This is an optimization exercise on Yosys and OpenROAD, whose aim is small area, a short achievable clock period and few clock cycles per item, not a production implementation. RTL that was checked went through simulation tests only; none was proved equivalent to the original. For run 1, only the layout was checked, not whether the RTL still works.

==> flow/design.v, too long to show whole: its modules and the start of the top module <==
// module sbc_div_step: 36 lines
// module sbc_min_upd: 26 lines
// module sbc_mul24: 1082 lines
// module swept_box_collision_response_unit: 307 lines
// module sbc_axis: 46 lines
// module sbc_push: 19 lines
module swept_box_collision_response_unit (
    input  wire         clk,
    input  wire         rst_n,
    input  wire         psel,
    input  wire         penable,
    input  wire         pwrite,
    input  wire  [2:0]  paddr,
    input  wire  [31:0] pwdata,
    output logic [31:0] prdata,
    output logic        pready,
    input  wire         in_valid,
    output logic        in_ready,
    input  wire  signed [23:0] own_left,
    input  wire  signed [23:0] own_top,
    input  wire  [22:0] own_width,
    input  wire  [22:0] own_height,
    input  wire  signed [23:0] own_speed_x,
    input  wire  signed [23:0] own_speed_y,
    input  wire  signed [23:0] other_left,
    input  wire  signed [23:0] other_top,
    input  wire  [22:0] other_width,
    input  wire  [22:0] other_height,
    input  wire  signed [23:0] other_speed_x,
    input  wire  signed [23:0] other_speed_y,
    output logic        out_valid,
    input  wire         out_ready,
    output logic signed [23:0] new_left,
    output logic signed [23:0] new_top,
    output logic        overlapped,
    output logic [3:0]  contact_flags
);
  // ...
==> flow/flow/run.sh <==
#!/bin/bash
# Standard layout (the standard.sh: standard synthesis, ORFS flow, same
# config) with these ORFS settings added on make's command line:
#   SETUP_SLACK_MARGIN (flow/margin.txt): the slack, at the design's clock
#     period, that ORFS's repair_timing aims for;
#   flow/extra.txt: further make variables (sizing freedom, port buffer cell).
# All of make's output goes to standard_margin.log; ORFS keeps each step's
# own log under orfs/logs.
set -euo pipefail
MARGIN=$(cat flow/margin.txt)
EXTRA=$(cat flow/extra.txt)
sed -e "s|CLKGATE_MAP_FILE= |CLKGATE_MAP_FILE= SETUP_SLACK_MARGIN=${MARGIN} ${EXTRA} |" standard.sh > standard_margin.sh
bash standard_margin.sh > standard_margin.log 2>&1
==> flow/flow/extra.txt <==
'BUFFER_PORTS_ARGS=-buffer_cell sky130_fd_sc_hd__buf_4'
==> flow/flow/margin.txt <==
5.4
==> flow/standard.sh <==
#!/bin/bash
# synth_recipe.tcl (not shown) runs the flow's synth.tcl, then flattens the netlist and writes it again
# the make line also repeats each setting of config.mk as NAME=value (left out here)
make -C /OpenROAD-flow-scripts/flow DESIGN_CONFIG=/design/flow/config.mk WORK_HOME=/design/flow/orfs CLKGATE_MAP_FILE= SYNTH_SCRIPT=/design/flow/synth_recipe.tcl "${@:-finish}"
==> flow/config.mk <==
export PLATFORM = sky130hd
export DESIGN_NAME = swept_box_collision_response_unit
export DESIGN_NICKNAME = swept_box_collision_response_unit
export VERILOG_FILES = /design/flow/design.v
export SDC_FILE = /design/flow/constraint.sdc
export NUM_CORES = 4
export LEC_CHECK = 0
export CAP_MARGIN = 20
export CORE_MARGIN = 2
export CORE_UTILIZATION = 60
export CTS_BUF_LIST = sky130_fd_sc_hd__clkbuf_8
export SLEW_MARGIN = 20
==> flow/constraint.sdc <==
create_clock -name core_clock -period 10.0 [get_ports {clk}]
set_input_delay 2.0000 -clock core_clock [delete_from_list [all_inputs] [get_ports {clk}]]
set_output_delay 2.0000 -clock core_clock [all_outputs]
set_load 0.01 [all_outputs]
==> flow_summary.toml, run 1 <==
[timing]
fin_crit_ns = 4.68
worst_slew_pin_slew_ns = 1.33
setup_tns_ns = 0
rsz0062_at_grt = "yes"

[clock_network]
post_cts_buffers = 23
clock-sinks = 4735
holdBufCountCts = 0
clk_pin_slew_ns = 0.06

[floorplan]
tapCellCount = 5734
fp-row-count = 242
fp.dieH_microns = 663

[synth]
ys_seq_elements = 4735
synth_top_family_by_area = "adder cells"
synth_common_cells = "4629 x edfxtp_1, 3051 x inv_1, 1668 x fa_1"
ys_seq_area_share_pct = 54.2
synth.most_common_cell = "edfxtp_1"

[route]
dr.first_iter.drc_count = 8456
wl_per_cell_microns = 18.4
wirelength_mm = 501

[setup_path]
critPathArrivalTime_ns = 5.62
critPathMaxStageDelay_ns = 0.51
path_cells = "buf_4 > inv_1 > fa_2 > fa_1 > inv_1 > ha_1 > nor2b_1 > o21a_1 > o21a_1 > o21ai_2 > a21oi_1 > o41a_1 > o31ai_4 > a21boi_1 > o31a_1 > o31ai_2 > nor2_1"

[finish]
largest_cell_class = "sequential cells"
buffers = 630
syn2layout_area_growth_pct = 9.82
drive_gt1_share_pct = 10.4
seqCellArea_sq_um = 141000
clkCellAreaFrac_pct = 5.00

[outcome]
status = "complete, no violations"

[min_path]
hp-class = "reg2reg"
hold_start = "ol[12][11]"

[placed_design]
port_buffers = 394

[global_route]
grt.busiest_layer = "met2"
grt_pass1_vias = 153000
==> module swept_box_collision_response_unit, before the edit <==
module swept_box_collision_response_unit (
    input  wire         clk,
    input  wire         rst_n,
    input  wire         psel,
    input  wire         penable,
    input  wire         pwrite,
    input  wire  [2:0]  paddr,
    input  wire  [31:0] pwdata,
    output logic [31:0] prdata,
    output logic        pready,
    input  wire         in_valid,
    output logic        in_ready,
    input  wire  signed [23:0] own_left,
    input  wire  signed [23:0] own_top,
    input  wire  [22:0] own_width,
    input  wire  [22:0] own_height,
    input  wire  signed [23:0] own_speed_x,
    input  wire  signed [23:0] own_speed_y,
    input  wire  signed [23:0] other_left,
    input  wire  signed [23:0] other_top,
    input  wire  [22:0] other_width,
    input  wire  [22:0] other_height,
    input  wire  signed [23:0] other_speed_x,
    input  wire  signed [23:0] other_speed_y,
    output logic        out_valid,
    input  wire         out_ready,
    output logic signed [23:0] new_left,
    output logic signed [23:0] new_top,
    output logic        overlapped,
    output logic [3:0]  contact_flags
);
    logic [23:0] tick_reg;
    assign pready = 1'b1;
    always_ff @(posedge clk or negedge rst_n)
    begin
        if (!rst_n)
            tick_reg <= 24'd65536;
        else if (psel && penable && pwrite && !paddr[2])
            tick_reg <= pwdata[23:0];
    end
    assign prdata = paddr[2] ? 32'd0 : {8'd0, tick_reg};
    logic en;        
    logic sk_v;      
    assign en       = !sk_v;
    assign in_ready = en;
    logic        e1_cx_n, e1_cy_n, e1_hit_n;
    logic [22:0] e1_ux_n, e1_vx_n, e1_uy_n, e1_vy_n;
    logic [1:0]  e1_fx_n, e1_fy_n;
    logic signed [24:0] dvx_p, dvx_m, dvy_p, dvy_m;
    logic        hx, hy;
    sbc_axis u_ax (.ol(own_left), .ow(own_width), .xl(other_left), .xw(other_width),
                   .u(e1_ux_n), .v(e1_vx_n), .c(e1_cx_n), .h(hx), .f(e1_fx_n));
    sbc_axis u_ay (.ol(own_top), .ow(own_height), .xl(other_top), .xw(other_height),
                   .u(e1_uy_n), .v(e1_vy_n), .c(e1_cy_n), .h(hy), .f(e1_fy_n));
    always_comb
    begin
        dvx_p = 25'(own_speed_x) - 25'(other_speed_x);
        dvx_m = 25'(other_speed_x) - 25'(own_speed_x);
        dvy_p = 25'(own_speed_y) - 25'(other_speed_y);
        dvy_m = 25'(other_speed_y) - 25'(own_speed_y);
        e1_hit_n = hx && hy;
    end
    logic        e1_v;
    logic [22:0] e1_ux, e1_vx, e1_uy, e1_vy;
    logic        e1_cx, e1_cy;
    always_ff @(posedge clk or negedge rst_n)
    begin
        if (!rst_n)
            e1_v <= 1'b0;
        else if (en)
            e1_v <= in_valid;
    end
    logic        dv_v [0:24];
    logic [23:0] rx   [0:24];
    logic [23:0] ry   [0:24];
    logic [23:0] ax   [0:24];
    logic [23:0] ay   [0:24];
    logic        stx1, sty1;         
    logic        xlt  [0:24];        
    logic        ylt  [0:24];        
    logic        tlt  [0:24];        
    logic        mlt  [0:24];        
    logic [23:0] mq   [0:24];        
    logic        sgx  [0:24];
    logic        sgy  [0:24];
    logic        hit0;               
    logic [3:0]  fl   [0:24];        
    logic [23:0] ol   [0:24];
    logic [23:0] ot   [0:24];
    always_ff @(posedge clk)
    begin
        if (en)
        begin
            e1_ux  <= e1_ux_n;
            e1_vx  <= e1_vx_n;
            e1_uy  <= e1_uy_n;
            e1_vy  <= e1_vy_n;
            e1_cx  <= e1_cx_n;
            e1_cy  <= e1_cy_n;
            ax[0]  <= dvx_p[24] ? dvx_m[23:0] : dvx_p[23:0];
            ay[0]  <= dvy_p[24] ? dvy_m[23:0] : dvy_p[23:0];
            sgx[0] <= dvx_p[24];
            sgy[0] <= dvy_p[24];
            hit0   <= e1_hit_n;
            fl[0]  <= {e1_fx_n, e1_fy_n};
            ol[0]  <= own_left;
            ot[0]  <= own_top;
        end
    end
    assign dv_v[0] = e1_v;
    assign rx[0]   = {1'b0, e1_cx ? e1_ux : e1_vx};
    assign ry[0]   = {1'b0, e1_cy ? e1_uy : e1_vy};
    assign xlt[0]  = 1'b0;
    assign ylt[0]  = 1'b0;
    assign tlt[0]  = 1'b0;
    assign mlt[0]  = 1'b0;
    assign mq[0]   = 24'd0;
    logic [23:0] dt24;
    for (genvar s = 1; s <= 24; s++)
    begin : g_div
        logic [23:0] rx_n, ry_n, mq_n;
        logic [23:0] rx_i, ry_i;
        logic        bx, by, stx_n, sty_n, xlt_n, ylt_n, tlt_n, mlt_n, mb;
        if (s == 1)
        begin : g_first
            assign stx_n = rx[0] >= ax[0];
            assign sty_n = ry[0] >= ay[0];
            assign rx_i  = rx[0];
            assign ry_i  = ry[0];
        end
        else if (s == 2)
        begin : g_second
            assign stx_n = 1'b0;
            assign sty_n = 1'b0;
            assign rx_i  = stx1 ? ax[1] : rx[1];
            assign ry_i  = sty1 ? ay[1] : ry[1];
        end
        else
        begin : g_rest
            assign stx_n = 1'b0;
            assign sty_n = 1'b0;
            assign rx_i  = rx[s-1];
            assign ry_i  = ry[s-1];
        end
        if (s < 24)
        begin : g_step
            sbc_div_step u_dx (.r(rx_i), .a(ax[s-1]), .r_o(rx_n), .q_o(bx));
            sbc_div_step u_dy (.r(ry_i), .a(ay[s-1]), .r_o(ry_n), .q_o(by));
        end
        else
        begin : g_last
            assign bx   = {rx_i, 1'b0} >= {1'b0, ax[s-1]};
            assign by   = {ry_i, 1'b0} >= {1'b0, ay[s-1]};
            assign rx_n = 24'd0;
            assign ry_n = 24'd0;
        end
        sbc_min_upd u_min (
            .xlt (xlt[s-1]), .ylt (ylt[s-1]), .tlt (tlt[s-1]), .mlt (mlt[s-1]),
            .ex  (stx_n || bx), .ey (sty_n || by), .tb (tick_reg[24-s]),
            .xlt_o (xlt_n), .ylt_o (ylt_n), .tlt_o (tlt_n), .mlt_o (mlt_n), .mb (mb)
        );
        assign mq_n = {mq[s-1][22:0], mb};
        always_ff @(posedge clk or negedge rst_n)
        begin
            if (!rst_n)
                dv_v[s] <= 1'b0;
            else if (en)
                dv_v[s] <= dv_v[s-1];
        end
        always_ff @(posedge clk)
        begin
            if (en)
            begin
                if (s < 24)
                begin
                    rx[s]  <= rx_n;
                    ry[s]  <= ry_n;
                    if (s == 1)
                    begin
                        stx1 <= stx_n;
                        sty1 <= sty_n;
                    end
                    xlt[s] <= xlt_n;
                    tlt[s] <= tlt_n;
                    mlt[s] <= mlt_n;
                    mq[s]  <= mq_n;
                end
                else
                    dt24   <= tlt_n ? tick_reg : mq_n;
                ylt[s] <= ylt_n;
                ax[s]  <= (s > 1 || hit0) ? ax[s-1] : 24'd0;
                ay[s]  <= (s > 1 || hit0) ? ay[s-1] : 24'd0;
                sgx[s] <= (s > 1 || hit0) ? sgx[s-1] : 1'b1;
                sgy[s] <= sgy[s-1];
                fl[s]  <= fl[s-1];
                ol[s]  <= ol[s-1];
                ot[s]  <= ot[s-1];
            end
        end
    end
    logic        mvx, mvy, selx, sely;
    logic [3:0]  fl_n;
    logic [47:0] psx, pcx, ptx, psy, pcy, pty;
    always_comb
    begin
        mvx  = ax[24] != 24'd0;
        mvy  = ay[24] != 24'd0;
        selx = mvx && !ylt[24];
        sely = mvy && !selx;
        fl_n = selx ? {fl[24][3:2], 2'b00} : (sely ? {2'b00, fl[24][1:0]} : 4'd0);
    end
    sbc_mul24 u_mx (.x(dt24), .y(ax[24]), .s(psx), .c(pcx), .t(ptx));
    sbc_mul24 u_my (.x(dt24), .y(ay[24]), .s(psy), .c(pcy), .t(pty));
    logic        m1_v;
    logic [47:0] m1_sx, m1_cx, m1_tx, m1_sy, m1_cy, m1_ty;
    logic [23:0] m1_ol, m1_ot;
    logic        m1_sgx, m1_sgy, m1_hit;
    logic [3:0]  m1_fl;
    always_ff @(posedge clk or negedge rst_n)
    begin
        if (!rst_n)
            m1_v <= 1'b0;
        else if (en)
            m1_v <= dv_v[24];
    end
    always_ff @(posedge clk)
    begin
        if (en)
        begin
            m1_sx  <= psx;
            m1_cx  <= pcx;
            m1_tx  <= ptx;
            m1_sy  <= psy;
            m1_cy  <= pcy;
            m1_ty  <= pty;
            m1_sgx <= sgx[24];
            m1_sgy <= sgy[24];
            m1_hit <= mvx || !sgx[24];
            m1_fl  <= fl_n;
            m1_ol  <= ol[24];
            m1_ot  <= ot[24];
        end
    end
    logic [47:0] px, py;
    assign px = m1_sx + m1_cx + m1_tx;
    assign py = m1_sy + m1_cy + m1_ty;
    logic        m2_v;
    logic [23:0] m2_hx, m2_hy, m2_ol, m2_ot;
    logic        m2_nx, m2_ny, m2_sgx, m2_sgy, m2_hit;
    logic [3:0]  m2_fl;
    always_ff @(posedge clk or negedge rst_n)
    begin
        if (!rst_n)
            m2_v <= 1'b0;
        else if (en)
            m2_v <= m1_v;
    end
    always_ff @(posedge clk)
    begin
        if (en)
        begin
            m2_hx  <= m1_sgx ? px[47:24] : ~px[47:24];
            m2_hy  <= m1_sgy ? py[47:24] : ~py[47:24];
            m2_nx  <= !m1_sgx || (px[23:0] != 24'd0);
            m2_ny  <= !m1_sgy || (py[23:0] != 24'd0);
            m2_sgx <= m1_sgx;
            m2_sgy <= m1_sgy;
            m2_hit <= m1_hit;
            m2_fl  <= m1_fl;
            m2_ol  <= m1_ol;
            m2_ot  <= m1_ot;
        end
    end
    logic [23:0] nl_n, nt_n;
    sbc_push u_push_l (.c(m2_ol), .h(m2_hx), .ci(m2_nx), .sg(m2_sgx), .r(nl_n));
    sbc_push u_push_t (.c(m2_ot), .h(m2_hy), .ci(m2_ny), .sg(m2_sgy), .r(nt_n));
    logic        o_v;
    logic [52:0] o_d, sk_d, pd;
    assign pd = {nl_n, nt_n, m2_hit, m2_fl};
    always_ff @(posedge clk or negedge rst_n)
    begin
        if (!rst_n)
        begin
            o_v  <= 1'b0;
            sk_v <= 1'b0;
        end
        else if (!o_v || out_ready)
        begin
            o_v  <= sk_v || m2_v;
            sk_v <= 1'b0;
        end
        else if (!sk_v)
            sk_v <= m2_v;
    end
    always_ff @(posedge clk)
    begin
        if (!o_v || out_ready)
            o_d <= sk_v ? sk_d : pd;
        if (!sk_v)
            sk_d <= pd;
    end
    assign out_valid     = o_v;
    assign new_left      = o_d[52:29];
    assign new_top       = o_d[28:5];
    assign overlapped    = o_d[4];
    assign contact_flags = o_d[3:0];
endmodule
==> run 2, diff against run 1 <==
--- a/flow/design.v
+++ b/flow/design.v
@@ -1,3 +1,76 @@
 `default_nettype none
+module sbc_add27 (
+    input  wire  [26:0] x,
+    input  wire  [26:0] y,
+    input  wire         cin,
+    output logic [26:0] s
+);
+    logic [26:0] g, p, p0;
+    logic [27:0] c;
+    always_comb
+    begin
+        g = x & y;
+        p = x ^ y;
+        p0 = p;
+        g[0] = g[0] | (p[0] & cin);
+        for (int l = 1; l < 27; l = l * 2)
+            for (int i = 2 * l - 1; i < 27; i += 2 * l)
+            begin
+                g[i] = g[i] | (p[i] & g[i-l]);
+                p[i] = p[i] & p[i-l];
+            end
+        for (int l = 8; l >= 1; l = l / 2)
+            for (int i = 3 * l - 1; i < 27; i += 2 * l)
+            begin
+                g[i] = g[i] | (p[i] & g[i-l]);
+                p[i] = p[i] & p[i-l];
+            end
+        c[0] = cin;
+        for (int i = 0; i < 27; i++)
+            c[i+1] = g[i];
+        for (int i = 0; i < 27; i++)
+            s[i] = p0[i] ^ c[i];
+    end
+endmodule
+module sbc_div_step4 #(
+    parameter bit LAST = 1'b0
+) (
+    input  wire  [23:0] r,
+    input  wire  [23:0] a,
+    output logic [23:0] r_o,
+    output logic [1:0]  q_o
+);
+    logic [26:0] r4, na, n2a, s3, m3, c3, d1, d2, d3;
+    logic        k1, k2, k3;
+    always_comb
+    begin
+        r4  = {1'b0, r, 2'b00};
+        na  = ~{3'b000, a};
+        n2a = ~{2'b00, a, 1'b0};
+        s3  = r4 ^ na ^ n2a;
+        m3  = (r4 & na) | (r4 & n2a) | (na & n2a);
+        c3  = {m3[25:0], 1'b1};
+    end
+    sbc_add27 u_d1 (.x(r4), .y(na), .cin(1'b1), .s(d1));
+    sbc_add27 u_d2 (.x(r4), .y(n2a), .cin(1'b1), .s(d2));
+    sbc_add27 u_d3 (.x(s3), .y(c3), .cin(1'b1), .s(d3));
+    always_comb
+    begin
+        k1 = !d1[26];
+        k2 = !d2[26];
+        k3 = !d3[26];
+        q_o = k3 ? 2'd3 : (k2 ? 2'd2 : (k1 ? 2'd1 : 2'd0));
+        if (LAST)
+            r_o = 24'd0;
+        else if (k3)
+            r_o = d3[23:0];
+        else if (k2)
+            r_o = d2[23:0];
+        else if (k1)
+            r_o = d1[23:0];
+        else
+            r_o = r4[23:0];
+    end
+endmodule
 module sbc_div_step (
     input  wire  [23:0] r,
@@ -1218,21 +1291,21 @@
             e1_v <= in_valid;
     end
-    logic        dv_v [0:24];
-    logic [23:0] rx   [0:24];
-    logic [23:0] ry   [0:24];
-    logic [23:0] ax   [0:24];
-    logic [23:0] ay   [0:24];
+    logic        dv_v [0:12];
+    logic [23:0] rx   [0:12];
+    logic [23:0] ry   [0:12];
+    logic [23:0] ax   [0:12];
+    logic [23:0] ay   [0:12];
     logic        stx1, sty1;         
-    logic        xlt  [0:24];        
-    logic        ylt  [0:24];        
-    logic        tlt  [0:24];        
-    logic        mlt  [0:24];        
-    logic [23:0] mq   [0:24];        
-    logic        sgx  [0:24];
-    logic        sgy  [0:24];
+    logic        xlt  [0:12];        
+    logic        ylt  [0:12];        
+    logic        tlt  [0:12];        
+    logic        mlt  [0:12];        
+    logic [23:0] mq   [0:12];        
+    logic        sgx  [0:12];
+    logic        sgy  [0:12];
     logic        hit0;               
-    logic [3:0]  fl   [0:24];        
-    logic [23:0] ol   [0:24];
-    logic [23:0] ot   [0:24];
+    logic [3:0]  fl   [0:12];        
+    logic [23:0] ol   [0:12];
+    logic [23:0] ot   [0:12];
     always_ff @(posedge clk)
     begin
@@ -1263,49 +1336,59 @@
     assign mlt[0]  = 1'b0;
     assign mq[0]   = 24'd0;
-    logic [23:0] dt24;
-    for (genvar s = 1; s <= 24; s++)
+    logic [1:0]  qbx [0:12];
+    logic [1:0]  qby [0:12];
+    logic [23:0] dt12;
+    assign qbx[0] = 2'b00;
+    assign qby[0] = 2'b00;
+    for (genvar s = 1; s <= 12; s++)
     begin : g_div
-        logic [23:0] rx_n, ry_n, mq_n;
-        logic [23:0] rx_i, ry_i;
-        logic        bx, by, stx_n, sty_n, xlt_n, ylt_n, tlt_n, mlt_n, mb;
+        logic [23:0] rx_i, ry_i, rx_n, ry_n, mq_n;
+        logic [1:0]  bx, by, qbx_n, qby_n;
+        logic        xlt_m, ylt_m, tlt_m, mlt_m, mb1, xlt_n, ylt_n, tlt_n, mlt_n, mb0;
         if (s == 1)
         begin : g_first
+            logic stx_n, sty_n;
             assign stx_n = rx[0] >= ax[0];
             assign sty_n = ry[0] >= ay[0];
             assign rx_i  = rx[0];
             assign ry_i  = ry[0];
+            assign qbx_n = bx | {2{stx_n}};
+            assign qby_n = by | {2{sty_n}};
+            always_ff @(posedge clk)
+            begin
+                if (en)
+                begin
+                    stx1 <= stx_n;
+                    sty1 <= sty_n;
+                end
+            end
         end
         else if (s == 2)
         begin : g_second
-            assign stx_n = 1'b0;
-            assign sty_n = 1'b0;
             assign rx_i  = stx1 ? ax[1] : rx[1];
             assign ry_i  = sty1 ? ay[1] : ry[1];
+            assign qbx_n = bx;
+            assign qby_n = by;
         end
         else
         begin : g_rest
-            assign stx_n = 1'b0;
-            assign sty_n = 1'b0;
             assign rx_i  = rx[s-1];
             assign ry_i  = ry[s-1];
+            assign qbx_n = bx;
+            assign qby_n = by;
         end
-        if (s < 24)
-        begin : g_step
-            sbc_div_step u_dx (.r(rx_i), .a(ax[s-1]), .r_o(rx_n), .q_o(bx));
-            sbc_div_step u_dy (.r(ry_i), .a(ay[s-1]), .r_o(ry_n), .q_o(by));
-        end
-        else
-        begin : g_last
-            assign bx   = {rx_i, 1'b0} >= {1'b0, ax[s-1]};
-            assign by   = {ry_i, 1'b0} >= {1'b0, ay[s-1]};
-            assign rx_n = 24'd0;
-            assign ry_n = 24'd0;
-        end
-        sbc_min_upd u_min (
+        sbc_div_step4 #(.LAST(s == 12)) u_dx (.r(rx_i), .a(ax[s-1]), .r_o(rx_n), .q_o(bx));
+        sbc_div_step4 #(.LAST(s == 12)) u_dy (.r(ry_i), .a(ay[s-1]), .r_o(ry_n), .q_o(by));
+        sbc_min_upd u_min1 (
             .xlt (xlt[s-1]), .ylt (ylt[s-1]), .tlt (tlt[s-1]), .mlt (mlt[s-1]),
-            .ex  (stx_n || bx), .ey (sty_n || by), .tb (tick_reg[24-s]),
-            .xlt_o (xlt_n), .ylt_o (ylt_n), .tlt_o (tlt_n), .mlt_o (mlt_n), .mb (mb)
+            .ex  (qbx[s-1][1]), .ey (qby[s-1][1]), .tb (tick_reg[s > 1 ? 27 - 2 * s : 0]),
+            .xlt_o (xlt_m), .ylt_o (ylt_m), .tlt_o (tlt_m), .mlt_o (mlt_m), .mb (mb1)
+        );
+        sbc_min_upd u_min0 (
+            .xlt (xlt_m), .ylt (ylt_m), .tlt (tlt_m), .mlt (mlt_m),
+            .ex  (qbx[s-1][0]), .ey (qby[s-1][0]), .tb (tick_reg[s > 1 ? 26 - 2 * s : 0]),
+            .xlt_o (xlt_n), .ylt_o (ylt_n), .tlt_o (tlt_n), .mlt_o (mlt_n), .mb (mb0)
         );
-        assign mq_n = {mq[s-1][22:0], mb};
+        assign mq_n = {mq[s-1][21:0], mb1, mb0};
         always_ff @(posedge clk or negedge rst_n)
         begin
@@ -1315,25 +1398,48 @@
                 dv_v[s] <= dv_v[s-1];
         end
-        always_ff @(posedge clk)
-        begin
-            if (en)
+        if (s < 12)
+        begin : g_regs
+            always_ff @(posedge clk)
             begin
-                if (s < 24)
+                if (en)
                 begin
                     rx[s]  <= rx_n;
                     ry[s]  <= ry_n;
-                    if (s == 1)
-                    begin
-                        stx1 <= stx_n;
-                        sty1 <= sty_n;
-                    end
-                    xlt[s] <= xlt_n;
-                    tlt[s] <= tlt_n;
-                    mlt[s] <= mlt_n;
-                    mq[s]  <= mq_n;
+                    qbx[s] <= qbx_n;
+                    qby[s] <= qby_n;
+                    xlt[s] <= s > 1 ? xlt_n : 1'b0;
+                    ylt[s] <= s > 1 ? ylt_n : 1'b0;
+                    tlt[s] <= s > 1 ? tlt_n : 1'b0;
+                    mlt[s] <= s > 1 ? mlt_n : 1'b0;
+                    mq[s]  <= s > 1 ? mq_n : 24'd0;
                 end
-                else
-                    dt24   <= tlt_n ? tick_reg : mq_n;
-                ylt[s] <= ylt_n;
+            end
+        end
+        else
+        begin : g_last
+            logic xlt_p, ylt_p, tlt_p, mlt_p, pb1, ylt_q, tlt_q, mlt_q, xlt_q, pb0;
+            sbc_min_upd u_min3 (
+                .xlt (xlt_n), .ylt (ylt_n), .tlt (tlt_n), .mlt (mlt_n),
+                .ex  (bx[1]), .ey (by[1]), .tb (tick_reg[1]),
+                .xlt_o (xlt_p), .ylt_o (ylt_p), .tlt_o (tlt_p), .mlt_o (mlt_p), .mb (pb1)
+            );
+            sbc_min_upd u_min2 (
+                .xlt (xlt_p), .ylt (ylt_p), .tlt (tlt_p), .mlt (mlt_p),
+                .ex  (bx[0]), .ey (by[0]), .tb (tick_reg[0]),
+                .xlt_o (xlt_q), .ylt_o (ylt_q), .tlt_o (tlt_q), .mlt_o (mlt_q), .mb (pb0)
+            );
+            always_ff @(posedge clk)
+            begin
+                if (en)
+                begin
+                    ylt[s] <= ylt_q;
+                    dt12   <= tlt_q ? tick_reg : {mq_n[21:0], pb1, pb0};
+                end
+            end
+        end
+        always_ff @(posedge clk)
+        begin
+            if (en)
+            begin
                 ax[s]  <= (s > 1 || hit0) ? ax[s-1] : 24'd0;
                 ay[s]  <= (s > 1 || hit0) ? ay[s-1] : 24'd0;
@@ -1351,12 +1457,12 @@
     always_comb
     begin
-        mvx  = ax[24] != 24'd0;
-        mvy  = ay[24] != 24'd0;
-        selx = mvx && !ylt[24];
+        mvx  = ax[12] != 24'd0;
+        mvy  = ay[12] != 24'd0;
+        selx = mvx && !ylt[12];
         sely = mvy && !selx;
-        fl_n = selx ? {fl[24][3:2], 2'b00} : (sely ? {2'b00, fl[24][1:0]} : 4'd0);
+        fl_n = selx ? {fl[12][3:2], 2'b00} : (sely ? {2'b00, fl[12][1:0]} : 4'd0);
     end
-    sbc_mul24 u_mx (.x(dt24), .y(ax[24]), .s(psx), .c(pcx), .t(ptx));
-    sbc_mul24 u_my (.x(dt24), .y(ay[24]), .s(psy), .c(pcy), .t(pty));
+    sbc_mul24 u_mx (.x(dt12), .y(ax[12]), .s(psx), .c(pcx), .t(ptx));
+    sbc_mul24 u_my (.x(dt12), .y(ay[12]), .s(psy), .c(pcy), .t(pty));
     logic        m1_v;
     logic [47:0] m1_sx, m1_cx, m1_tx, m1_sy, m1_cy, m1_ty;
@@ -1369,5 +1475,5 @@
             m1_v <= 1'b0;
         else if (en)
-            m1_v <= dv_v[24];
+            m1_v <= dv_v[12];
     end
     always_ff @(posedge clk)
@@ -1381,10 +1487,10 @@
             m1_cy  <= pcy;
             m1_ty  <= pty;
-            m1_sgx <= sgx[24];
-            m1_sgy <= sgy[24];
-            m1_hit <= mvx || !sgx[24];
+            m1_sgx <= sgx[12];
+            m1_sgy <= sgy[12];
+            m1_hit <= mvx || !sgx[12];
             m1_fl  <= fl_n;
-            m1_ol  <= ol[24];
-            m1_ot  <= ot[24];
+            m1_ol  <= ol[12];
+            m1_ot  <= ot[12];
         end
     end
==> run 2 against run 1 <==
  * Worst setup slack better by 0.11 ns
  * Count of clock-buffer cells in the layout is 283 lower
  * Still clean on timing, DRC and antenna
  * Largest cell class is now multi-input gates
  * Sequential share of layout area down 17 points
  * Register-to-register slack worse by 0.05 ns
==> flow_summary.toml, run 2 <==
[outcome]
status = "complete, no violations"

[placed_design]
dp_hpwl_mm = 427
dp.cells = 26000
place_ws_ns = 3.63
place_congestion = 0.922
port_buffers = 394

[timing]
period_share_pct = 45.7
fmax_mhz = 219
hold_viol = 0
maxSlewViolCount = 0
max-slew-margin-rel_pct = 18.2
worst_slew_pin_slew_ns = 1.22
setup_tns_ns = 0
fin_crit_ns = 4.57
rsz0062_at_grt = "yes"
clock_skew_ns = 0.0971
setup_slack_ns = 5.43
setup_viol = 0

[finish]
nFillCells = 30700
multi_input_area_sq_um = 142000
finish.utilization_pct = 66.0
fin_nets = 26500
seqCellArea_sq_um = 81800
fin_cells = 27100
drive_gt1_share_pct = 9.48
syn2layout_area_growth_pct = 9.61
final_common_cell = "inv_1"
layout_common_cells = "2709 x inv_1, 2655 x edfxtp_1, 2336 x fa_1"

[route]
wl_per_cell_microns = 20.5
wirelength_mm = 555
drcViolationCount = 0
ant_nets = 0
drtPass1Iterations = 7
vias = 156000
vias_per_cell = 5.73
dr.first_iter.drc_count = 9626

[global_route]
antenna_found_initial = 14
grt_max_degree = 193
grt_pass1_vias = 162000
grt.overflow.total = 0
grt.total_usage_pct = 28.3
grt_pass1_wl_mm = 890

[setup_path]
cp.required_ns = 10.77
critPathMaxStageDelay_ns = 0.53
path_cells = "fa_1 > ha_1 > a21o_1 > a21o_1 > a21oi_1 > o21a_1 > a21boi_0 > a21oi_1 > xnor2_1 > nand4_1 > nor4_1 > nand4_1"
crit_fanout = 6
cp_slowest_cell = "xnor2_1"
critPathArrivalTime_ns = 5.33
start_kind = "flip-flop"
worst-setup-path-type = "reg2reg"
end_kind = "flip-flop"

[floorplan]
initial_core_util_pct = 60.2
num_io_pins = 414
fp-row-count = 229
coreArea_sq_um = 389000
dieWidth_microns = 628
die_area_sq_um = 395000
fp.dieH_microns = 628

[synth]
synth_area_leader_cell = "edfxtp_1"
syn-cell-area_sq_um = 234000
synth.most_common_cell = "edfxtp_1"
synth_edf_count = 2655
synth_area_leaders = "edfxtp_1 34%, fa_1 20%, ha_1 12%"
ys_seq_elements = 2749
postSynthCellCount = 20900
synth.distinct_cells = 106
ys_warn_count = 43
async_flop_share_pct = 1.49
syn_avg_cell_area_sq_um = 11.2
ys_seq_area_share_pct = 35.0
synth_common_cells = "2655 x edfxtp_1, 2633 x inv_1, 2348 x fa_1"
synth_ff_type = "edfxtp_1"
netlist.area_leader.share_pct = 34.1

[min_path]
hp-class = "reg2reg"

[clock_network]
tritoncts = "yes"
cts_root_buf = "clkbuf_8"
clk_pin_slew_ns = 0.06
cts_buffers = 468
clkLatencyLatePin_ns = 1.18
h-tree-depth = 5
clock-sinks = 2749
clockBufferDepth = 4

[job]
cap_violations = 0
## run 2: cell types whose count changed in the layout (fill, tap and decap cells not counted), sizes merged, moves of 302 or more
cell,previous run,this run
edfxtp,4629,2655
fa,1668,2348
ha,1626,2295
inv,3328,2763
mux2,469,167
o21ai,565,1020
## run 2: stage by stage
step / cell area [sq um] / hold WS, ns
CTS: 254000 / 0.305
finish: 256000 / 0.323
global placement: 243000 / 0.400
detailed placement: 243000 / 0.405
floorplan: 234000 / 0.400
global route: 256000 / 0.311
## run 2: path summary, 6_finish.rpt
| kind | start | endpoint | slack, ns | depth (start not counted) |
|---|---|---|---|---|
| worst max-delay path | m1_sx[18] | m2_nx | 5.43 | 12 |
| worst min-delay path | ol[4][23] | ol[5][23] | 0.32 | 0 |
| worst max register to register | m1_sx[18] | m2_nx | 5.43 | 12 |
| worst min register to register | ol[4][23] | ol[5][23] | 0.32 | 0 |
| max in group asynchronous | rst_n | sk_v | 8.48 | 1 |
| min in group asynchronous | rst_n | tick_reg[23] | 0.91 | 1 |
## run 2: logic make-up (layout without fill, tap and decap cells)
logic type	count (synthesis)	after routing	share of synthesized area, %
muxes	371	372	1.68
buffers and inverters	3244	4321	5.26
adders and majority gates	4663	4663	32.5
and+or+nand+nor	4388	4389	9.40
other	2	19	0.00321
DFF	2749	2749	35.0
AOI/OAI and AO/OA	4415	4416	12.4
xor gates and xnor gates	1018	1018	3.81
## run 2: cell type report
class	instances	area share, %
Clock buffer	496	2.66
Timing Repair Buffer	817	2.71
Multi-Input combinational cell	14900	55.2
Inverter	2634	3.88
Timing Repair inverter	2	0.00586
Antenna cell	10	0.00976
Clock inverter	372	1.03
Sequential cell	2749	31.9
Tap cell	5197	2.54
## run 2: per-layer routing
metal | part of all wire (%) | vias to the layer above | global-route usage [%]
li1 | - | 74000 | -
met1 | 42 | 77000 | 36.6
met2 | 49 | 3515 | 48.5
met3 | 4.3 | 1140 | 2.73
met4 | 5.3 | 6 | 13.1
met5 | 0.0068 | - | 0
## run 2: timing repair
item	CTS	global route
gates resized for setup	238	256
hold buffers	0	0
setup endpoints to repair	572	477
cloned	11	4
setup buffers	93	112
pin swaps	32	89
## run 2: worst max-delay path: cells and delay by family (launching register included)
family          cells  cell delay, ns
compound gates      6            1.43
xor+xnor            1            0.53
fa+ha+maj           2            0.88
flops               1            0.42
simple gates        3            0.90
Testbench counts of run 2, summed over its fixed seeds: cycles 9,728, items 9,600.
==> run 3, diff against run 2 <==
==> flow/flow/margin.txt (replaced) <==
5.3
--- a/flow/config.mk
+++ b/flow/config.mk
@@ -10,3 +10,5 @@
 export CORE_UTILIZATION = 60
 export CTS_BUF_LIST = sky130_fd_sc_hd__clkbuf_8
+export CTS_CLUSTER_DIAMETER = 80
+export CTS_CLUSTER_SIZE = 14
 export SLEW_MARGIN = 20
==> run 3 against run 2 <==
  * Global-route usage shrank 0.26 points
  * Register-to-register slack worse by 0.096 ns
  * Synthesized cell count is the same
  * Fmax down 2.1%
  * Critical path type unchanged
  * Final cell count fell by 2.1%
  * Largest cell class unchanged
==> flow_summary.toml, run 3 <==
[outcome]
status = "complete, no violations"

[timing]
fmax_mhz = 214
clock_skew_ns = 0.123
rsz0062_at_grt = "yes"
period_share_pct = 46.6
fin_crit_ns = 4.66
maxSlewViolCount = 0
max-slew-margin-rel_pct = 15.3
setup_viol = 0
hold_viol = 0
worst_slew_pin_slew_ns = 1.26
setup_tns_ns = 0
finalHoldWorstSlack_ns = 0.356

[synth]
netlist.area_leader.share_pct = 34.1
ys_seq_area_share_pct = 35.0
synth_common_cells = "2655 x edfxtp_1, 2633 x inv_1, 2348 x fa_1"
synth.most_common_cell = "edfxtp_1"
synthMuxAreaShare_pct = 1.68
synth_ff_type = "edfxtp_1"
synth.distinct_cells = 106
synth_compound_area_share_pct = 12.4
synth_edf_count = 2655
syn_avg_cell_area_sq_um = 11.2
ys_warn_count = 43
synth_top_family_by_area = "adder cells"
async_flop_share_pct = 1.49
syn-cell-area_sq_um = 234000
synth_area_leaders = "edfxtp_1 34%, fa_1 20%, ha_1 12%"
synthSimpleGateAreaFrac_pct = 9.40
synth-adder-area-share_pct = 32.5
postSynthCellCount = 20900
synth_area_leader_cell = "edfxtp_1"
synth_xor_area_share_pct = 3.81
ys_seq_elements = 2749

[floorplan]
num_io_pins = 414
fp.dieH_microns = 628
initial_core_util_pct = 60.2
die_area_sq_um = 395000
dieWidth_microns = 628
fp-row-count = 229
coreArea_sq_um = 389000

[placed_design]
dp_hpwl_mm = 427
port_buffers = 394
place_congestion = 0.922
dp.cells = 26000

[global_route]
grt_util_met2_pct = 48.4
grt_pass1_wl_mm = 881
grt.overflow.total = 0
grt.total_usage_pct = 28.1
grt.busiest_layer = "met2"
antenna_found_initial = 15
grt_pass1_vias = 160000
grt_use_met3_pct = 2.59
met1_usage_pct = 36.6
grt_max_degree = 193

[route]
ant_nets = 0
drcViolationCount = 0
vias = 153000
dr.first_iter.drc_count = 9476
drtPass1Iterations = 6
wirelength_mm = 550
wl_per_cell_microns = 20.7
vias_per_cell = 5.77

[clock_network]
tritoncts = "yes"
clockBufferDepth = 4
holdBufCountCts = 0
cts_root_buf = "clkbuf_8"
cts_buffers = 241
clkLatencyLatePin_ns = 1.24
clock-sinks = 2749
clk_pin_slew_ns = 0.09
h-tree-depth = 4

[setup_path]
worst-setup-path-type = "reg2reg"
crit_buf_inv = 3
critPathTopFamily = "compound AO/OA/AOI/OAI gates"
cp.required_ns = 10.89
start_kind = "flip-flop"
regToRegSetupSlack_ns = 5.34
r2r_start = "e1_cx"
end_kind = "flip-flop"
cp.depth = 17
crit_top_cell = "a21oi_2"
crit_fanout = 17
worst-r2r-cell-count = 17
cp_slowest_cell = "fa_1"
critPathArrivalTime_ns = 5.55
critPathMaxStageDelay_ns = 0.52
path_cells = "buf_12 > mux2i_4 > inv_1 > fa_1 > ha_1 > nand3_1 > a211oi_1 > o21ai_2 > and3_4 > o31ai_4 > a21oi_2 > a21oi_2 > a41oi_4 > bufbuf_16 > nand3b_1 > o21ai_0 > a22o_1"
timing.rr.end = "rx[1][1]"

[min_path]
holdPathStages = 0
hold_start = "ot[10][6]"
whs_endpoint = "ot[11][6]"
hp-class = "reg2reg"

[finish]
drive_gt1_share_pct = 7.28
fin_nets = 26200
layout_common_cells = "2678 x inv_1, 2655 x edfxtp_1, 2345 x fa_1"
syn2layout_area_growth_pct = 6.91
final_common_cell = "inv_1"
fin_cells = 26600

[job]
cap_violations = 0
## run 3: cell count changes in the layout (fill, tap and decap cells not counted), moves of 10 or more
cell	before	now
clkinv_2	70	8
clkinvlp_4	43	21
clkbuf_8	496	244
inv_1	2709	2678
bufinv_16	32	5
a21oi_1	1092	1104
o21ai_0	921	936
buf_4	735	672
inv_2	38	22
a21oi_2	31	21
buf_6	31	17
clkinv_1	92	9
## run 3: logic make-up after synthesis
logic type / Yosys count
fa+ha+maj: 4663
compound gates: 4415
simple gates: 4388
xor+xnor: 1018
other cells: 2
mux: 371
buf+inv: 3244
flops: 2749
## run 3: per-stage QoR
step / utilization [%] / area, sq um / setup WS [ns]
after detailed placement: 62.5 / 243000 / 3.63
after floorplan: - / 234000 / 1.21
after global routing: 64.3 / 250000 / 5.17
after global placement: 62.5 / 243000 / 3.61
after CTS: 64.0 / 249000 / 5.30
final: 64.3 / 250000 / 5.34
## run 3: how the worst max path moves through the flow
stage | from | slack [ns] | endpoint
finish | e1_cx | 5.34 | rx[1][1]
global route | ay[10][2] | 5.17 | ry[11][23]
CTS | own_left[3] | 5.30 | e1_ux[22]
detailed placement | own_top[3] | 3.63 | e1_uy[21]
global placement | own_top[3] | 3.61 | e1_uy[21]
floorplan | sk_v | 1.21 | in_ready
## run 3: worst reg2reg max path: stages (launching register included)
cell and delay, ns:
edfxtp_1 0.41, buf_12 0.20, mux2i_4 0.48, inv_1 0.22, fa_1 0.52, ha_1 0.32, nand3_1 0.07, a211oi_1 0.25
o21ai_2 0.12, and3_4 0.19, o31ai_4 0.30, a21oi_2 0.12, a21oi_2 0.25, a41oi_4 0.20, bufbuf_16 0.34, nand3b_1 0.09
o21ai_0 0.09, a22o_1 0.26
## run 3: per-layer routing
layer / up-vias / share of wire [%]
li1: 73100 / -
met1: 76100 / 42
met2: 3221 / 49
met3: 1020 / 4.0
met4: 4 / 5.0
met5: - / 0.0042
## run 3: cell type report
| type | instances | area [sq um] |
|---|---|---|
| well taps | 5197 | 6500 |
| inverters | 2634 | 9940 |
| diodes | 12 | 30.0 |
| flip-flops and latches | 2749 | 81800 |
| clock buffers | 244 | 3360 |
| repair inverters | 2 | 15.0 |
| repair buffers | 731 | 6150 |
| clock inverters | 146 | 1030 |
| fillers | 31200 | 139000 |
| multi-input cells | 14900 | 141000 |
## run 3: timing repair
action                     4_1_cts  5_1_grt
resized for setup              167      174
setup endpoints to repair      478      437
cloned                           7        6
pin swaps                       20       38
buffers inserted                63       57
==> run 4, diff against run 3 <==
==> flow/flow/margin.txt (replaced) <==
5.75
==> run 4 against run 3 <==
  * Sequential share of layout area is 1.2 points lower
  * Routed wire length is 5.8% higher
  * Worst setup slack better by 0.093 ns
  * Area after synthesis stayed put
  * Non-clock buffer count is 549 higher
  * Die area stayed put
  * Clock skew is 0.010 ns lower
  * Critical endpoint is now qbx[1][0]
==> flow_summary.toml, run 4 <==
[finish]
nFillCells = 30200
layout_common_cells = "2655 x edfxtp_1, 2517 x inv_1, 2259 x fa_1"
fin_nets = 26800
final_common_cell = "edfxtp_1"
final_cell_area_sq_um = 259000
syn2layout_area_growth_pct = 10.9
drive_gt1_share_pct = 12.7

[setup_path]
crit_fanout = 7
start_kind = "flip-flop"
path_cells = "buf_6 > buf_16 > buf_4 > mux2_4 > fa_1 > ha_2 > or4_4 > o21ai_4 > and3_4 > o31ai_4 > a21oi_2 > a21oi_2 > a41oi_4 > buf_12 > clkinvlp_4 > buf_12 > or3_1"
end_kind = "flip-flop"
cp.required_ns = 10.89
cp_slowest_cell = "or4_4"
worst-setup-path-type = "reg2reg"
regToRegSetupSlack_ns = 5.43
critPathMaxStageDelay_ns = 0.56
critPathArrivalTime_ns = 5.46

[synth]
syn_avg_cell_area_sq_um = 11.2
ys_seq_area_share_pct = 35.0
synth_area_leaders = "edfxtp_1 34%, fa_1 20%, ha_1 12%"
synth_edf_count = 2655
synth_common_cells = "2655 x edfxtp_1, 2633 x inv_1, 2348 x fa_1"
synth_ff_type = "edfxtp_1"
postSynthCellCount = 20900
netlist.area_leader.share_pct = 34.1
ys_warn_count = 43
async_flop_share_pct = 1.49
synth.most_common_cell = "edfxtp_1"
ys_seq_elements = 2749
synth_area_leader_cell = "edfxtp_1"
synth.distinct_cells = 106
syn-cell-area_sq_um = 234000

[route]
drcViolationCount = 0
ant_nets = 0
vias_per_cell = 5.80
wirelength_mm = 582
dr.first_iter.drc_count = 9883
drtPass1Iterations = 6
vias = 157000
wl_per_cell_microns = 21.4

[placed_design]
port_buffers = 394
place_congestion = 0.922
placed_cell_area_sq_um = 243000
dp_hpwl_mm = 427

[outcome]
status = "complete, no violations"

[floorplan]
die_area_sq_um = 395000
num_io_pins = 414
fp-row-count = 229
dieWidth_microns = 628
initial_core_util_pct = 60.2
fp.dieH_microns = 628
coreArea_sq_um = 389000

[timing]
hold_viol = 0
clock_skew_ns = 0.113
period_share_pct = 45.7
worst_slew_pin_slew_ns = 1.22
fmax_mhz = 219
max-slew-margin-rel_pct = 18.0
maxSlewViolCount = 0
finalHoldWorstSlack_ns = 0.340
setup_tns_ns = 0
rsz0062_at_grt = "yes"
setup_viol = 0
fin_crit_ns = 4.57

[global_route]
grt_pass1_vias = 163000
grt_pass1_wl_mm = 905
grt_max_degree = 193
antenna_found_initial = 16
grt.overflow.total = 0
grt.total_usage_pct = 29.0

[clock_network]
clk_pin_slew_ns = 0.09
cts_root_buf = "clkbuf_8"
cts_buffers = 241
clockBufferDepth = 4
h-tree-depth = 4
clkLatencyLatePin_ns = 1.19
tritoncts = "yes"
clock-sinks = 2749

[job]
cap_violations = 0

[min_path]
hp-class = "reg2reg"
run 4: cell families (layout without fill, tap and decap cells):
| group | count (synthesis) | count (layout) | share of synthesized area [%] |
|---|---|---|---|
| AOI/OAI and AO/OA | 4415 | 4421 | 12.4 |
| xor gates and xnor gates | 1018 | 1018 | 3.81 |
| adders and majority gates | 4663 | 4663 | 32.5 |
| buffers and inverters | 3244 | 4307 | 5.26 |
| DFF | 2749 | 2749 | 35.0 |
| muxes | 371 | 372 | 1.68 |
| other | 2 | 21 | 0.00321 |
| and+or+nand+nor | 4388 | 4391 | 9.40 |
run 4: what timing repair did:
item	CTS	global route
hold endpoints to repair	0	0
hold buffers	0	0
setup buffers	335	291
pin swaps	240	385
gates cloned	38	27
resized for setup	834	676
endpoints found under the setup margin	829	657
run 4: through the flow:
stage                     cells  util [%]  worst slack, ns
final                     27100      66.7             5.43
after floorplan           20900         -             1.21
after CTS                 26800      65.3             5.51
after global placement    26000      62.5             3.61
after global routing      27100      66.7             5.31
after detailed placement  26000      62.5             3.63
run 4: routing by layer:
layer	global-route usage (%)	wire length, microns	vias to the layer above
li1	-	-	74200
met1	37.3	237000	78300
met2	49.9	284000	3732
met3	2.98	26600	1197
met4	12.8	34100	6
met5	0	36	-
run 4: path summary, 6_finish.rpt:
path | to | start | depth (start not counted)
setup / recovery | qbx[1][0] | e1_cx | 17
hold / removal | ot[12][10] | ot[11][10] | 0
setup reg to reg | qbx[1][0] | e1_cx | 17
hold reg to reg | ot[12][10] | ot[11][10] | 0
max in group asynchronous | sk_v | rst_n | 1
min in group asynchronous | tick_reg[8] | rst_n | 1
run 4: layout make-up:
class                           count  area (sq um)  area share (%)
Timing Repair inverter              3          23.8         0.00917
Timing Repair Buffer             1280         12100            4.65
Clock inverter                    146          1030           0.396
Antenna cell                       12          30.0          0.0116
Inverter                         2634         10000            3.86
Clock buffer                      244          3360            1.29
Multi-Input combinational cell  14900        144000            55.7
Tap cell                         5197          6500            2.51
Sequential cell                  2749         81800            31.6
run 4: critical path: cells and delay by family, from the launching register on:
| family | cells | cell delay (ns) |
|---|---|---|
| AND/OR/NAND/NOR | 3 | 1.13 |
| buffers and inverters | 6 | 0.96 |
| AO/OA/AOI/OAI | 5 | 0.81 |
| adder cells (fa/ha/maj) | 2 | 0.67 |
| flip-flops | 1 | 0.39 |
| multiplexers | 1 | 0.36 |
==> run 5, diff against run 4 <==
==> flow/flow/margin.txt (replaced) <==
5.4
==> run 5 against run 4 <==
  * Clock skew rose by 0.0096 ns
  * Fmax barely moved
  * Largest cell class unchanged
  * Worst setup slack got worse by 0.0015 ns
  * Die area did not move
  * Non-clock buffer count fell by 457
  * Register-to-register slack barely moved
  * First-iteration DRC count fell by 2.5%
==> flow_summary.toml, run 5 <==
[outcome]
status = "complete, no violations"

[setup_path]
critPathArrivalTime_ns = 5.41
crit_fanout = 12
cp.required_ns = 10.84
worst-setup-path-type = "reg2reg"
end_kind = "flip-flop"
start_kind = "flip-flop"
worst-r2r-cell-count = 17

[timing]
maxSlewViolCount = 0
worst_slew_pin_slew_ns = 1.21
setup_slack_ns = 5.43
hold_viol = 0
setup_viol = 0
max-slew-margin-rel_pct = 18.7
rsz0062_at_grt = "yes"
period_share_pct = 45.7
setup_tns_ns = 0
fin_crit_ns = 4.57
fmax_mhz = 219
clock_skew_ns = 0.122

[finish]
fin_cells = 26700
layout_common_cells = "2655 x edfxtp_1, 2652 x inv_1, 2335 x fa_1"
nFillCells = 31100
drive_gt1_share_pct = 8.18
syn2layout_area_growth_pct = 7.54
final_common_cell = "edfxtp_1"
fin_nets = 26300
finish.utilization_pct = 64.7

[synth]
postSynthCellCount = 20900
synthMuxAreaShare_pct = 1.68
synth-adder-area-share_pct = 32.5
synth_area_leaders = "edfxtp_1 34%, fa_1 20%, ha_1 12%"
ys_warn_count = 43
ys_seq_elements = 2749
syn_avg_cell_area_sq_um = 11.2
synth_compound_area_share_pct = 12.4
synth.distinct_cells = 106
synth_edf_count = 2655
synthSimpleGateAreaFrac_pct = 9.40
synth_common_cells = "2655 x edfxtp_1, 2633 x inv_1, 2348 x fa_1"
synth_area_leader_cell = "edfxtp_1"
synth_ff_type = "edfxtp_1"
async_flop_share_pct = 1.49
synth_top_family_by_area = "adder cells"
syn-cell-area_sq_um = 234000
ys_seq_area_share_pct = 35.0
netlist.area_leader.share_pct = 34.1
synth_xor_area_share_pct = 3.81
synth.most_common_cell = "edfxtp_1"

[clock_network]
clk_pin_slew_ns = 0.10
clock-sinks = 2749
cts_root_buf = "clkbuf_8"
clkLatencyLatePin_ns = 1.24
h-tree-depth = 4
clockBufferDepth = 4
tritoncts = "yes"
cts_buffers = 241

[min_path]
hp-class = "reg2reg"
holdPathStages = 0

[route]
wl_per_cell_microns = 20.8
dr.first_iter.drc_count = 9638
vias = 154000
wirelength_mm = 554
vias_per_cell = 5.78
ant_nets = 0
drtPass1Iterations = 9
drcViolationCount = 0

[floorplan]
coreArea_sq_um = 389000
dieWidth_microns = 628
initial_core_util_pct = 60.2
num_io_pins = 414
fp.dieH_microns = 628
die_area_sq_um = 395000
fp-row-count = 229

[placed_design]
place_ws_ns = 3.63
dp.cells = 26000
port_buffers = 394
place_congestion = 0.922
dp_hpwl_mm = 427

[global_route]
grt_pass1_wl_mm = 885
grt_pass1_vias = 160000
grt.overflow.total = 0
antenna_found_initial = 16
grt.total_usage_pct = 28.2
grt_max_degree = 193

[job]
cap_violations = 0
run 5: cell counts after synthesis:
Identical to the previous run, type by type.
run 5: stage by stage:
step | instance area (sq um) | hold slack (ns)
after floorplan | 234000 | 0.400
after global placement | 243000 | 0.400
after detailed placement | 243000 | 0.405
after CTS | 249000 | 0.333
after global routing | 251000 | 0.335
final | 251000 | 0.346
run 5: repair_timing:
action	4_1_cts	5_1_grt
endpoints found under the hold margin	0	0
resized for setup	234	281
hold buffers	0	0
pin swaps	35	90
buffers inserted	92	116
gates cloned	12	9
endpoints found under the setup margin	544	507
run 5: layer usage:
layer	track usage, %	wire [microns]
met1	36.7	231000
met2	48.6	272000
met3	2.63	23000
met4	12.0	27900
met5	0	23
run 5: cell type report:
type,instances,area [sq um],share of cell area (%)
diodes,12,30.0,0.0119
well taps,5197,6500,2.59
repair buffers,823,7030,2.80
clock inverters,146,1030,0.409
multi-input cells,14900,142000,56.4
inverters,2634,9940,3.95
clock buffers,244,3360,1.34
repair inverters,2,15.0,0.00597
flip-flops and latches,2749,81800,32.5
run 5: cells by family (layout without fill, tap and decap cells):
| group | count (synthesis) | in the layout |
|---|---|---|
| AO/OA/AOI/OAI | 4415 | 4417 |
| XOR/XNOR | 1018 | 1018 |
| adder cells (fa/ha/maj) | 4663 | 4663 |
| buffers and inverters | 3244 | 3849 |
| flip-flops | 2749 | 2749 |
| multiplexers | 371 | 372 |
| other | 2 | 21 |
| AND/OR/NAND/NOR | 4388 | 4390 |
run 5: path summary, 6_finish.rpt:
| check | start | to | slack [ns] |
|---|---|---|---|
| min reg2reg | ot[10][18] | ot[11][18] | 0.35 |
| min | ot[10][18] | ot[11][18] | 0.35 |
| max reg2reg | e1_cy | ry[1][13] | 5.43 |
| min in group asynchronous | rst_n | tick_reg[8] | 0.88 |
| max | e1_cy | ry[1][13] | 5.43 |
| max in group asynchronous | rst_n | sk_v | 8.53 |
run 5: critical path: stages, from the launching register on:
cell	delay, ns
edfxtp_1	0.38
buf_6	0.12
buf_12	0.15
mux2i_4	0.40
inv_2	0.13
fa_2	0.53
ha_4	0.20
or4_4	0.53
o21ai_4	0.19
and3_4	0.23
o31ai_4	0.08
a21oi_2	0.22
a21oi_4	0.10
a41oi_4	0.26
buf_6	0.18
clkbuf_16	0.18
o21ai_0	0.10
o22a_1	0.23
==> run 6, diff against run 5 <==
==> flow/flow/margin.txt (replaced) <==
5.5
==> run 6 against run 5 <==
  * Register-to-register slack better by 0.05 ns
  * Non-clock buffer count is 93 higher
  * Critical path type unchanged
  * Highest routed layer unchanged
==> flow_summary.toml, run 6 <==
[clock_network]
clkLatencyLatePin_ns = 1.24
h-tree-depth = 4
cts_root_buf = "clkbuf_8"
clock-sinks = 2749
tritoncts = "yes"
clockBufferDepth = 4
clk_pin_slew_ns = 0.10
cts_buffers = 241

[timing]
max-slew-margin-rel_pct = 17.9
fin_crit_ns = 4.52
setup_tns_ns = 0
clock_skew_ns = 0.117
maxSlewViolCount = 0
rsz0062_at_grt = "yes"
finalHoldWorstSlack_ns = 0.351
period_share_pct = 45.2
hold_viol = 0
setup_viol = 0
fmax_mhz = 221
worst_slew_pin_slew_ns = 1.22

[global_route]
grt.overflow.total = 0
grt_max_degree = 193
grt_pass1_wl_mm = 887
antenna_found_initial = 16
grt.total_usage_pct = 28.3
grt_pass1_vias = 161000

[setup_path]
path_cells = "buf_12 > buf_6 > mux2i_4 > inv_2 > fa_1 > ha_2 > o21a_1 > o31a_1 > o21ai_4 > and3_4 > o31ai_4 > a21oi_2 > a21oi_4 > a41oi_4 > buf_12 > buf_12 > clkbuf_16 > o21ai_2 > a21oi_1 > o21bai_1"
start_kind = "flip-flop"
critPathMaxStageDelay_ns = 0.53
end_kind = "flip-flop"
critPathArrivalTime_ns = 5.34
crit_top_cell = "buf_12"
cp_slowest_cell = "fa_1"
cp.required_ns = 10.82
worst-setup-path-type = "reg2reg"
worst-r2r-cell-count = 20
crit_fanout = 7

[synth]
synth_ff_type = "edfxtp_1"
synth_common_cells = "2655 x edfxtp_1, 2633 x inv_1, 2348 x fa_1"
synth_area_leader_cell = "edfxtp_1"
syn-cell-area_sq_um = 234000
synth.most_common_cell = "edfxtp_1"
postSynthCellCount = 20900
synth_edf_count = 2655
synth_area_leaders = "edfxtp_1 34%, fa_1 20%, ha_1 12%"
ys_seq_elements = 2749
ys_seq_area_share_pct = 35.0
synth.distinct_cells = 106
netlist.area_leader.share_pct = 34.1
async_flop_share_pct = 1.49
ys_warn_count = 43
syn_avg_cell_area_sq_um = 11.2

[route]
met3_length_mm = 23.0
drt-met1-wl_mm = 233
vias_per_cell = 5.78
ant_nets = 0
highest_layer = "met5"
dr.first_iter.drc_count = 9743
wl_met2_mm = 274
wl_per_cell_microns = 20.8
drcViolationCount = 0
vias = 155000
drtPass1Iterations = 7
wirelength_mm = 557

[finish]
final_common_cell = "edfxtp_1"
seqCellArea_sq_um = 81800
finish.utilization_pct = 65.2
layout_common_cells = "2655 x edfxtp_1, 2628 x inv_1, 2330 x fa_1"
syn2layout_area_growth_pct = 8.25
drive_gt1_share_pct = 9.16
nFillCells = 30900
multi_input_area_sq_um = 142000
fin_nets = 26400

[floorplan]
dieWidth_microns = 628
coreArea_sq_um = 389000
die_area_sq_um = 395000
num_io_pins = 414
fp.dieH_microns = 628
fp-row-count = 229
initial_core_util_pct = 60.2

[outcome]
status = "complete, no violations"

[min_path]
holdPathStages = 0
hp-class = "reg2reg"

[placed_design]
place_congestion = 0.922
port_buffers = 394
dp_hpwl_mm = 427

[job]
cap_violations = 0
## run 6: repair_timing
| item | CTS | global route |
|---|---|---|
| hold buffers | 0 | 0 |
| gates cloned | 14 | 12 |
| setup endpoints to repair | 624 | 531 |
| resized for setup | 324 | 431 |
| hold endpoints to repair | 0 | 0 |
| pin swaps | 71 | 143 |
| setup buffers | 128 | 170 |
## run 6: final cells by class
cell class                 count  share of cell area (%)
inverter                    2634                    3.93
sequential                  2749                    32.3
multi-input combinational  14900                    56.3
timing repair inverter         2                 0.00593
tap                         5197                    2.57
clock inverter               146                   0.406
antenna                       11                  0.0109
clock buffer                 244                    1.33
timing repair buffer         916                    3.16
## run 6: worst max-delay path: cells and delay by family, from the launching register on
family / cells / cell delay (ns)
compound gates: 10 / 1.45
fa+ha+maj: 2 / 0.86
buf+inv: 6 / 0.88
flops: 1 / 0.42
mux: 1 / 0.36
simple gates: 1 / 0.17
## run 6: worst paths after layout
kind / endpoint / slack, ns / startpoint
setup / recovery: ry[1][17] / 5.48 / e1_cy
hold / removal: ot[12][10] / 0.35 / ot[11][10]
setup reg to reg: ry[1][17] / 5.48 / e1_cy
hold reg to reg: ot[12][10] / 0.35 / ot[11][10]
max in group asynchronous: sk_v / 8.50 / rst_n
min in group asynchronous: tick_reg[8] / 0.88 / rst_n
## run 6: layer usage
| layer | vias up | global-route usage, % |
|---|---|---|
| li1 | 73500 | - |
| met1 | 76900 | 36.7 |
| met2 | 3353 | 48.8 |
| met3 | 1083 | 2.70 |
| met4 | 6 | 11.9 |
| met5 | - | 0 |
## run 6: kinds of logic (layout without fill, tap and decap cells)
family,count (synthesis),count (layout),synth area share (%)
other,2,20,0.00321
adders and majority gates,4663,4663,32.5
DFF,2749,2749,35.0
and+or+nand+nor,4388,4391,9.40
buffers and inverters,3244,3942,5.26
muxes,371,372,1.68
xor gates and xnor gates,1018,1018,3.81
AOI/OAI and AO/OA,4415,4418,12.4
## run 6: stage by stage
stage                     cell area [sq um]  setup slack (ns)  std cells
final                                253000              5.48      26800
after global routing                 253000              5.32      26800
after CTS                            250000              5.46      26600
after detailed placement             243000              3.63      26000
after global placement               243000              3.61      26000
after floorplan                      234000              1.21      20900
==> run 7, diff against run 6 <==
==> flow/flow/margin.txt (replaced) <==
5.6
==> run 7 against run 6 <==
  * Final cell count grew 0.50%
  * Clock skew up 0.0068 ns
  * Routed wire length is 0.92% higher
  * Sequential share of layout area down 0.26 points
  * Worst setup slack worse by 0.0066 ns
  * Critical path depth up 1
  * Synthesized cell count stayed put
  * Fmax shrank 0.15%
  * Design area is 0.80% higher
  * Die area stayed put
  * Largest cell class unchanged
==> flow_summary.toml, run 7 <==
[setup_path]
critPathMaxStageDelay_ns = 0.41
path_cells = "buf_12 > buf_16 > mux2i_4 > inv_2 > buf_4 > buf_4 > buf_4 > ha_1 > o21a_1 > o21ai_1 > o21a_1 > nor4_4 > o21ai_2 > o2bb2ai_4 > o21bai_1 > a21oi_2 > fa_1 > xnor2_1 > mux2i_1 > nor2_1 > o22a_1"
crit_fanout = 6
start_kind = "flip-flop"
end_kind = "flip-flop"
crit_top_cell = "buf_4"
cp_slowest_cell = "fa_1"
worst-r2r-cell-count = 21
cp.depth = 21
cp.required_ns = 10.84
critPathTopFamily = "compound AO/OA/AOI/OAI gates"
critPathArrivalTime_ns = 5.36
worst-setup-path-type = "reg2reg"
crit_buf_inv = 6

[finish]
layout_common_cells = "2655 x edfxtp_1, 2601 x inv_1, 2322 x fa_1"
syn2layout_area_growth_pct = 9.12
fin_nets = 26500
seqCellArea_sq_um = 81800
nFillCells = 30700
drive_gt1_share_pct = 10.2
final_common_cell = "edfxtp_1"
multi_input_area_sq_um = 143000

[timing]
fmax_mhz = 221
fin_crit_ns = 4.53
clock_skew_ns = 0.124
period_share_pct = 45.3
setup_tns_ns = 0
setup_viol = 0
hold_viol = 0
finalHoldWorstSlack_ns = 0.349
worst_slew_pin_slew_ns = 1.21
rsz0062_at_grt = "yes"
maxSlewViolCount = 0
setup_slack_ns = 5.47
max-slew-margin-rel_pct = 18.3

[synth]
async_flop_share_pct = 1.49
ys_seq_area_share_pct = 35.0
ys_seq_elements = 2749
syn_avg_cell_area_sq_um = 11.2
netlist.area_leader.share_pct = 34.1
synth_common_cells = "2655 x edfxtp_1, 2633 x inv_1, 2348 x fa_1"
postSynthCellCount = 20900
ys_warn_count = 43
synth_area_leaders = "edfxtp_1 34%, fa_1 20%, ha_1 12%"
synth_area_leader_cell = "edfxtp_1"
synth_ff_type = "edfxtp_1"
synth_edf_count = 2655
syn-cell-area_sq_um = 234000
synth.most_common_cell = "edfxtp_1"
synth.distinct_cells = 106

[floorplan]
dieWidth_microns = 628
coreArea_sq_um = 389000
fp.dieH_microns = 628
die_area_sq_um = 395000
initial_core_util_pct = 60.2
fp-row-count = 229
num_io_pins = 414

[min_path]
hp-class = "reg2reg"
holdPathStages = 0

[global_route]
grt.overflow.total = 0
grt_pass1_wl_mm = 891
antenna_found_initial = 16
grt.busiest_layer = "met2"
grt_max_degree = 193
met1_usage_pct = 36.9
grt_pass1_vias = 161000
grt_use_met3_pct = 2.70
grt.total_usage_pct = 28.5
grt_util_met2_pct = 49.0

[clock_network]
clock-sinks = 2749
holdBufCountCts = 0
clkLatencyLatePin_ns = 1.24
cts_buffers = 241
h-tree-depth = 4
cts_root_buf = "clkbuf_8"
tritoncts = "yes"
clk_pin_slew_ns = 0.10
clockBufferDepth = 4

[placed_design]
place_ws_ns = 3.63
dp_hpwl_mm = 427
place_congestion = 0.922
port_buffers = 394

[route]
wirelength_mm = 562
ant_nets = 0
vias = 156000
vias_per_cell = 5.78
wl_per_cell_microns = 20.9
drtPass1Iterations = 6
drcViolationCount = 0
dr.first_iter.drc_count = 9783

[outcome]
status = "complete, no violations"

[job]
cap_violations = 0
run 7: cell counts after synthesis:
No cell type changed its count.
run 7: layout make-up:
type	instances	share of cell area, %
inverters	2634	3.91
repair buffers	1045	3.66
clock inverters	146	0.403
well taps	5197	2.55
repair inverters	3	0.00932
diodes	14	0.0137
clock buffers	244	1.32
multi-input cells	14900	56.1
flip-flops and latches	2749	32.1
run 7: timing repair:
action / in CTS / in global routing
setup buffers: 193 / 227
gates cloned: 23 / 12
pin swaps: 114 / 187
resized for setup: 520 / 433
endpoints found under the setup margin: 738 / 566
run 7: logic make-up after synthesis:
kind of cell / share of synthesized area, %
other: 0.00321
multiplexers: 1.68
AND/OR/NAND/NOR: 9.40
adder cells (fa/ha/maj): 32.5
flip-flops: 35.0
XOR/XNOR: 3.81
buffers and inverters: 5.26
AO/OA/AOI/OAI: 12.4
run 7: worst paths after layout:
kind                            start           to  slack, ns
max                             e1_cy    ry[1][23]       5.47
min                        ot[11][10]   ot[12][10]       0.35
max reg2reg                     e1_cy    ry[1][23]       5.47
min reg2reg                ot[11][10]   ot[12][10]       0.35
max in group asynchronous       rst_n         sk_v       8.49
min in group asynchronous       rst_n  tick_reg[8]       0.88
run 7: per-stage QoR:
stage	instance area, sq um	utilization, %	instances
2_1_floorplan	234000	-	20900
3_3_place_gp	243000	62.5	26000
3_5_place_dp	243000	62.5	26000
4_1_cts	251000	64.7	26700
5_1_grt	255000	65.7	26900
6_report	255000	65.7	26900
run 7: per-layer routing:
layer  part of all wire (%)  vias to the layer above
met5                 0.0064                        -
met4                    5.2                        6
met3                    4.0                     1106
met2                     49                     3361
met1                     42                    77300
li1                       -                    73800

==> port drivers added, routing unchanged <==
How much do the figures lean on ideal ports? The routed layouts below were timed once more, with nothing changed but the port constraints.
Step 1 assumes that a clkbuf_16 drives the clock port and a buf_2 every other input.
Step 2 moves the port delays by t, midway between the first and last clock arrival at a register: inputs arrive t later, outputs are due t later. That takes back most of the time a late clock gives input paths.
Three values: no drivers, after step 1, after step 2; two values: the first two.
run | t, ns | setup WS [ns] | worst register clock-pin slew, ns
run 1 | 1.324 | 5.322 / 5.380 / 4.056 | 0.08 / 0.08
run 2 | 1.252 | 5.434 / 5.434 / 4.278 | 0.07 / 0.07
run 3 | 1.264 | 5.338 / 5.338 / 4.174 | 0.11 / 0.11
run 4 | 1.272 | 5.430 / 5.394 / 4.378 | 0.11 / 0.11
run 5 | 1.268 | 5.429 / 5.429 / 4.246 | 0.11 / 0.11
run 6 | 1.266 | 5.481 / 5.481 / 4.314 | 0.11 / 0.11
run 7 | 1.268 | 5.474 / 5.474 / 4.353 | 0.11 / 0.11
After both steps setup and hold are still met in every run listed. The setup slack of run 1, which loses most, moves by +0.058 ns with the drivers and by -1.266 ns with both steps.
